This design comes from an exercise in tuning for small area on the open sky130 flow, not from production work. Only simulation tests tie the RTL to the original design; equivalence was not proved. Power and IR drop assume default switching activity.

Design axi_rt_budget_ctrl, start of the top module:
module axi_rt_budget_ctrl
#(
    parameter int unsigned NumChannels = 2,
    parameter int unsigned NumRegions  = 4,
    localparam int unsigned RegW = (NumRegions > 1) ? $clog2(NumRegions) : 1,
    localparam int unsigned NCR  = NumChannels * NumRegions
) (
    input  logic                        clk_i,
    input  logic                        rst_ni,
    input  logic [NCR-1:0]              enable_i,
    input  logic [NCR*axi_rt_pkg::BudgetWidth-1:0]  cfg_budget_i,
    input  logic [NCR*axi_rt_pkg::PeriodWidth-1:0]  cfg_period_i,
    input  logic                        cfg_commit_i,
    output logic                        cfg_pending_o,
    input  logic [NumChannels-1:0]      req_valid_i,
    input  logic [NumChannels*RegW-1:0] req_region_i,
    input  logic [NumChannels*axi_rt_pkg::BeatsWidth-1:0] req_beats_i,
    output logic [NumChannels-1:0]      req_ready_o,
    output logic [NCR*axi_rt_pkg::BudgetWidth-1:0]  budget_left_o,
    output logic [NCR*axi_rt_pkg::PeriodWidth-1:0]  period_left_o,
    output logic [NCR*axi_rt_pkg::OvrWidth-1:0]     overrun_o,
    input  logic                        ovr_clear_i,
    output logic                        irq_o
);
    logic [NCR-1:0] pend, evt;
    logic zero_q, irq_q;
    always_ff @(posedge clk_i or negedge rst_ni) begin
        if (!rst_ni) begin
            zero_q <= 1'b1;
            irq_q  <= 1'b0;
        end else begin
            zero_q <= zero_q && !pend[0];
            irq_q  <= |evt;
        end
    end
    localparam int unsigned NW = axi_rt_pkg::BeatsWidth;
    for (genvar c = 0; c < NumChannels; c++) begin : g_ch
        logic [RegW-1:0] region;
  ...
export LEC_CHECK = 0
export CAP_MARGIN = 5
export CORE_AREA = 2.3 2.72 197.7 577.3
export DIE_AREA = 0 0 200 580
export SLEW_MARGIN = 5
create_clock -name core_clock -period 10.0 [get_ports {clk_i}]
standard.sh (not shown) runs the stock make flow with config.mk's settings and CLKGATE_MAP_FILE= SYNTH_SCRIPT=/design/flow/synth_recipe.tcl, a recipe that flattens the netlist after the stock synthesis.
==> flow/flow/run.sh <==
#!/bin/bash
# Own layout flow: the standard ORFS flow with these changes.
#  1. Synthesis is synth_recipe.tcl unchanged except that the final ABC
#     technology mapping uses flow/abc_map.script (area-oriented mapping).
#     Registers, their names and cell types are untouched (dfflibmap runs
#     before ABC).
#  2. Port buffers use the smallest buffer (buf_1) instead of the default.
#  3. Any extra make variables listed one per line in flow/extra.mk
#     (here: no full-adder extraction before ABC, and clock tree settings:
#     smaller clock buffers, no dummy loads).
# Each tool's full output goes to the ORFS logs under orfs/logs and the
# make output to make_*.log in this folder.
set -euo pipefail
W=$(pwd)
{
  echo "set ::own_abc_script $W/flow/abc_map.script"
  cat <<'TCL'
proc abc {args} {
  set i [lsearch -exact $args -script]
  if { $i >= 0 } { lset args [expr { $i + 1 }] $::own_abc_script }
  yosys abc {*}$args
}
TCL
  cat "$W/synth_recipe.tcl"
} > "$W/own_synth.tcl"

EXTRA=(SYNTH_SCRIPT="$W/own_synth.tcl" "BUFFER_PORTS_ARGS=-buffer_cell sky130_fd_sc_hd__buf_1")
if [[ -f "$W/flow/extra.mk" ]]; then
  while IFS= read -r line; do [[ -n "$line" ]] && EXTRA+=("$line"); done < "$W/flow/extra.mk"
fi
bash "$W/standard.sh" "${EXTRA[@]}" finish > "$W/make_finish.log" 2>&1
==> flow/flow/abc_map.script <==
&get -n
&st
&dch
&nf -R 1000
&put
strash
&get -n
&st
&dch -f
&nf -R 1000
&put
==> flow/flow/extra.mk <==
ADDER_MAP_FILE=
CTS_ARGS=-sink_clustering_enable -repair_clock_nets -dont_use_dummy_load -buf_list sky130_fd_sc_hd__clkbuf_8 -sink_clustering_size 12 -sink_clustering_max_diameter 50
Change:
CAP_MARGIN = 20   (was 5)
CORE_AREA = 2.3 2.72 147.7 617.3   (was 2.3 2.72 197.7 577.3)
DIE_AREA = 0 0 150 620   (was 0 0 200 580)
SLEW_MARGIN = 20   (was 5)
Outcome: The changed run passed the timing, design-rule and antenna checks; synthesized cell count does not change; total power barely changes; first-iteration DRC count went up by 15%; clock-buffer cell count goes down by 1; flip-flop and latch count stays the same; wire length goes down by 3.9%; clock skew went down by 23 ps.
Change:
==> flow/run.sh (new file) <==
#!/bin/bash
# synth_recipe.tcl (not shown) runs the flow's synth.tcl, then flattens the netlist and writes it again
# the make line also repeats each setting of config.mk as NAME=value (left out here)
make -C /OpenROAD-flow-scripts/flow DESIGN_CONFIG=/design/flow/config.mk WORK_HOME=/design/flow/orfs CLKGATE_MAP_FILE= SYNTH_SCRIPT=/design/flow/synth_recipe.tcl finish
ABC_AREA = 1   (was not set)
CORE_AREA = 2.3 2.72 197.7 577.3   (was 2.3 2.72 147.7 617.3)
CTS_BUF_LIST = sky130_fd_sc_hd__clkbuf_8   (was not set)
CTS_CLUSTER_DIAMETER = 50   (was not set)
CTS_CLUSTER_SIZE = 12   (was not set)
DIE_AREA = 0 0 200 580   (was 0 0 150 620)
removed: flow/flow/run.sh
removed: flow/flow/abc_map.script
removed: flow/flow/extra.mk
removed: flow/standard.sh
Final cell count went up by 27%. Utilization decreases by 1.3 points. Final area increases by 23%. Global-route usage goes up by 0.57 points. Sequential power drops by about 0.9%. Synthesized area grows by 12%. Sequential share of layout area shrinks by 10 points. Clock skew is lower by 25 ps. Combinational power climbs by 43%. Count of clock-buffer cells in the layout rises by 5.
Change:
==> flow/flow/run.sh (new file) <==
#!/bin/bash
# Own layout flow: the standard ORFS flow with these changes.
#  1. Synthesis is synth_recipe.tcl unchanged except that the final ABC
#     technology mapping uses flow/abc_map.script (area-oriented mapping).
#     Registers, their names and cell types are untouched (dfflibmap runs
#     before ABC).
#  2. Port buffers use the smallest buffer (buf_1) instead of the default.
#  3. Any extra make variables listed one per line in flow/extra.mk
#     (here: no full-adder extraction before ABC, and clock tree settings:
#     smaller clock buffers, no dummy loads).
# Each tool's full output goes to the ORFS logs under orfs/logs and the
# make output to make_*.log in this folder.
set -euo pipefail
W=$(pwd)
{
  echo "set ::own_abc_script $W/flow/abc_map.script"
  cat <<'TCL'
proc abc {args} {
  set i [lsearch -exact $args -script]
  if { $i >= 0 } { lset args [expr { $i + 1 }] $::own_abc_script }
  yosys abc {*}$args
}
TCL
  cat "$W/synth_recipe.tcl"
} > "$W/own_synth.tcl"

EXTRA=(SYNTH_SCRIPT="$W/own_synth.tcl" "BUFFER_PORTS_ARGS=-buffer_cell sky130_fd_sc_hd__buf_1")
if [[ -f "$W/flow/extra.mk" ]]; then
  while IFS= read -r line; do [[ -n "$line" ]] && EXTRA+=("$line"); done < "$W/flow/extra.mk"
fi
bash "$W/standard.sh" "${EXTRA[@]}" finish > "$W/make_finish.log" 2>&1
==> flow/flow/abc_map.script (new file) <==
&get -n
&st
&dch
&nf -R 1000
&put
strash
&get -n
&st
&dch -f
&nf -R 1000
&put
==> flow/flow/extra.mk (new file) <==
ADDER_MAP_FILE=
CTS_ARGS=-sink_clustering_enable -repair_clock_nets -dont_use_dummy_load -buf_list sky130_fd_sc_hd__clkbuf_8 -sink_clustering_size 12 -sink_clustering_max_diameter 50
==> flow/standard.sh (new file) <==
#!/bin/bash
# synth_recipe.tcl (not shown) runs the flow's synth.tcl, then flattens the netlist and writes it again
# the make line also repeats each setting of config.mk as NAME=value (left out here)
make -C /OpenROAD-flow-scripts/flow DESIGN_CONFIG=/design/flow/config.mk WORK_HOME=/design/flow/orfs CLKGATE_MAP_FILE= SYNTH_SCRIPT=/design/flow/synth_recipe.tcl "${@:-finish}"
ABC_AREA = not set   (was 1)
CTS_BUF_LIST = not set   (was sky130_fd_sc_hd__clkbuf_8)
CTS_CLUSTER_DIAMETER = not set   (was 50)
CTS_CLUSTER_SIZE = not set   (was 12)
removed: flow/run.sh
The new run completed with no timing, DRC or antenna violations.
Combinational power is lower by 30%.
Sequential share of layout area is higher by 9.9 points.
Register-to-register slack is worse by 1400 ps.
Worst hold slack is worse by 49 ps.
Worst setup slack is worse by 740 ps.
Cell area is lower by 18%.

Another version of the RTL of axi_rt_budget_ctrl (not shown whole).
Size in the first run: about 4000 cells after synthesis, roughly 1100 I/O pins, ~0.050 mm² of cells after synthesis.
clock: 10.0 ns
lec_check: 0
cap_margin: 20
core_area: 2.3 2.72 197.7 577.3
die_area: 0 0 200 580
slew_margin: 20
==> flow/flow/run.sh <==
#!/bin/bash
# Own layout flow: the standard ORFS flow with two changes.
#  1. Synthesis is synth_recipe.tcl unchanged except that the final ABC
#     technology mapping uses flow/abc_map.script (area-oriented mapping).
#     Registers, their names and cell types are untouched (dfflibmap runs
#     before ABC).
#  2. Port buffers use the smallest buffer (buf_1) instead of the default.
# Each tool's full output goes to the ORFS logs under orfs/logs and the
# make output to make_*.log in this folder.
set -euo pipefail
W=$(pwd)
{
  echo "set ::own_abc_script $W/flow/abc_map.script"
  cat <<'TCL'
proc abc {args} {
  set i [lsearch -exact $args -script]
  if { $i >= 0 } { lset args [expr { $i + 1 }] $::own_abc_script }
  yosys abc {*}$args
}
TCL
  cat "$W/synth_recipe.tcl"
} > "$W/own_synth.tcl"

EXTRA=(SYNTH_SCRIPT="$W/own_synth.tcl" "BUFFER_PORTS_ARGS=-buffer_cell sky130_fd_sc_hd__buf_1")
if [[ -f "$W/flow/extra.mk" ]]; then
  while IFS= read -r line; do [[ -n "$line" ]] && EXTRA+=("$line"); done < "$W/flow/extra.mk"
fi
bash "$W/standard.sh" "${EXTRA[@]}" finish > "$W/make_finish.log" 2>&1
==> flow/flow/abc_map.script <==
&get -n
&st
&dch
&nf -R 1000
&put
The baseline reached the layout checks and failed them: negative setup slack.
Next try:
==> flow/run.sh (new file) <==
#!/bin/bash
# synth_recipe.tcl (not shown) runs the flow's synth.tcl, then flattens the netlist and writes it again
# the make line also repeats each setting of config.mk as NAME=value (left out here)
make -C /OpenROAD-flow-scripts/flow DESIGN_CONFIG=/design/flow/config.mk WORK_HOME=/design/flow/orfs CLKGATE_MAP_FILE= SYNTH_SCRIPT=/design/flow/synth_recipe.tcl finish
removed: flow/flow/run.sh
removed: flow/flow/abc_map.script
removed: flow/standard.sh
After rerunning:
- The new run completed, yet does not pass: negative setup slack
- routed wire length went up by 6.7%
- power rose by 6.3%
- cell count increases by 2.5%
- global-route usage rose by 2.0 points
- via count grows by 3.7%
- area after synthesis goes up by 3.1%
- utilization is higher by 8.0 points
- design area rose by 13%
- non-clock buffer count is higher by 36
- clock power stays flat

==> port drivers added, routing unchanged <==
The flow's constraints put no driver on any port. The routed layouts listed below were extracted and timed again, unchanged, in two steps.
Step 1 (the two cells are an assumption about what drives the block):
set clk [get_ports {clk_i}]
set_driving_cell -lib_cell sky130_fd_sc_hd__clkbuf_16 $clk
set_driving_cell -lib_cell sky130_fd_sc_hd__buf_2 [delete_from_list [all_inputs] $clk]
Step 2 adds t to the input delays and takes it off the output delays; t is the mean of the earliest and latest rising clock arrival at the registers after step 1. Input paths then give back, and output paths get back, about the clock's delay inside the block.
a / b / c = no drivers / after step 1 / after step 2; a / b = the first two.
run | t (ns) | setup WS [ns] | worst register clock-pin slew, ns | worst data-port slew with drivers (ns) | pins driven straight from the clock port
the first run of note 1 | 0.842 | 1.144 / 1.059 / 0.609 | 0.10 / 0.10 | 0.24 | 1
the second run of note 1 | 0.827 | 1.008 / 0.918 / 0.449 | 0.10 / 0.10 | 0.19 | 1
the third run of note 1 | 0.903 | 1.875 / 1.881 / 0.979 | 0.11 / 0.11 | 0.21 | 1
the fourth run of note 1 | 0.841 | 1.134 / 1.049 / 0.627 | 0.10 / 0.10 | 0.24 | 1
the first run of note 2 | 0.790 | -1.255 / -1.255 / -1.255 | 0.08 / 0.08 | 0.20 | 1
the second run of note 2 | 0.772 | -1.060 / -1.060 / -1.060 | 0.08 / 0.08 | 0.20 | 1
For the third run of note 1, which loses most, drivers alone change the setup slack by +0.006 ns; drivers and shift together by -0.896 ns.
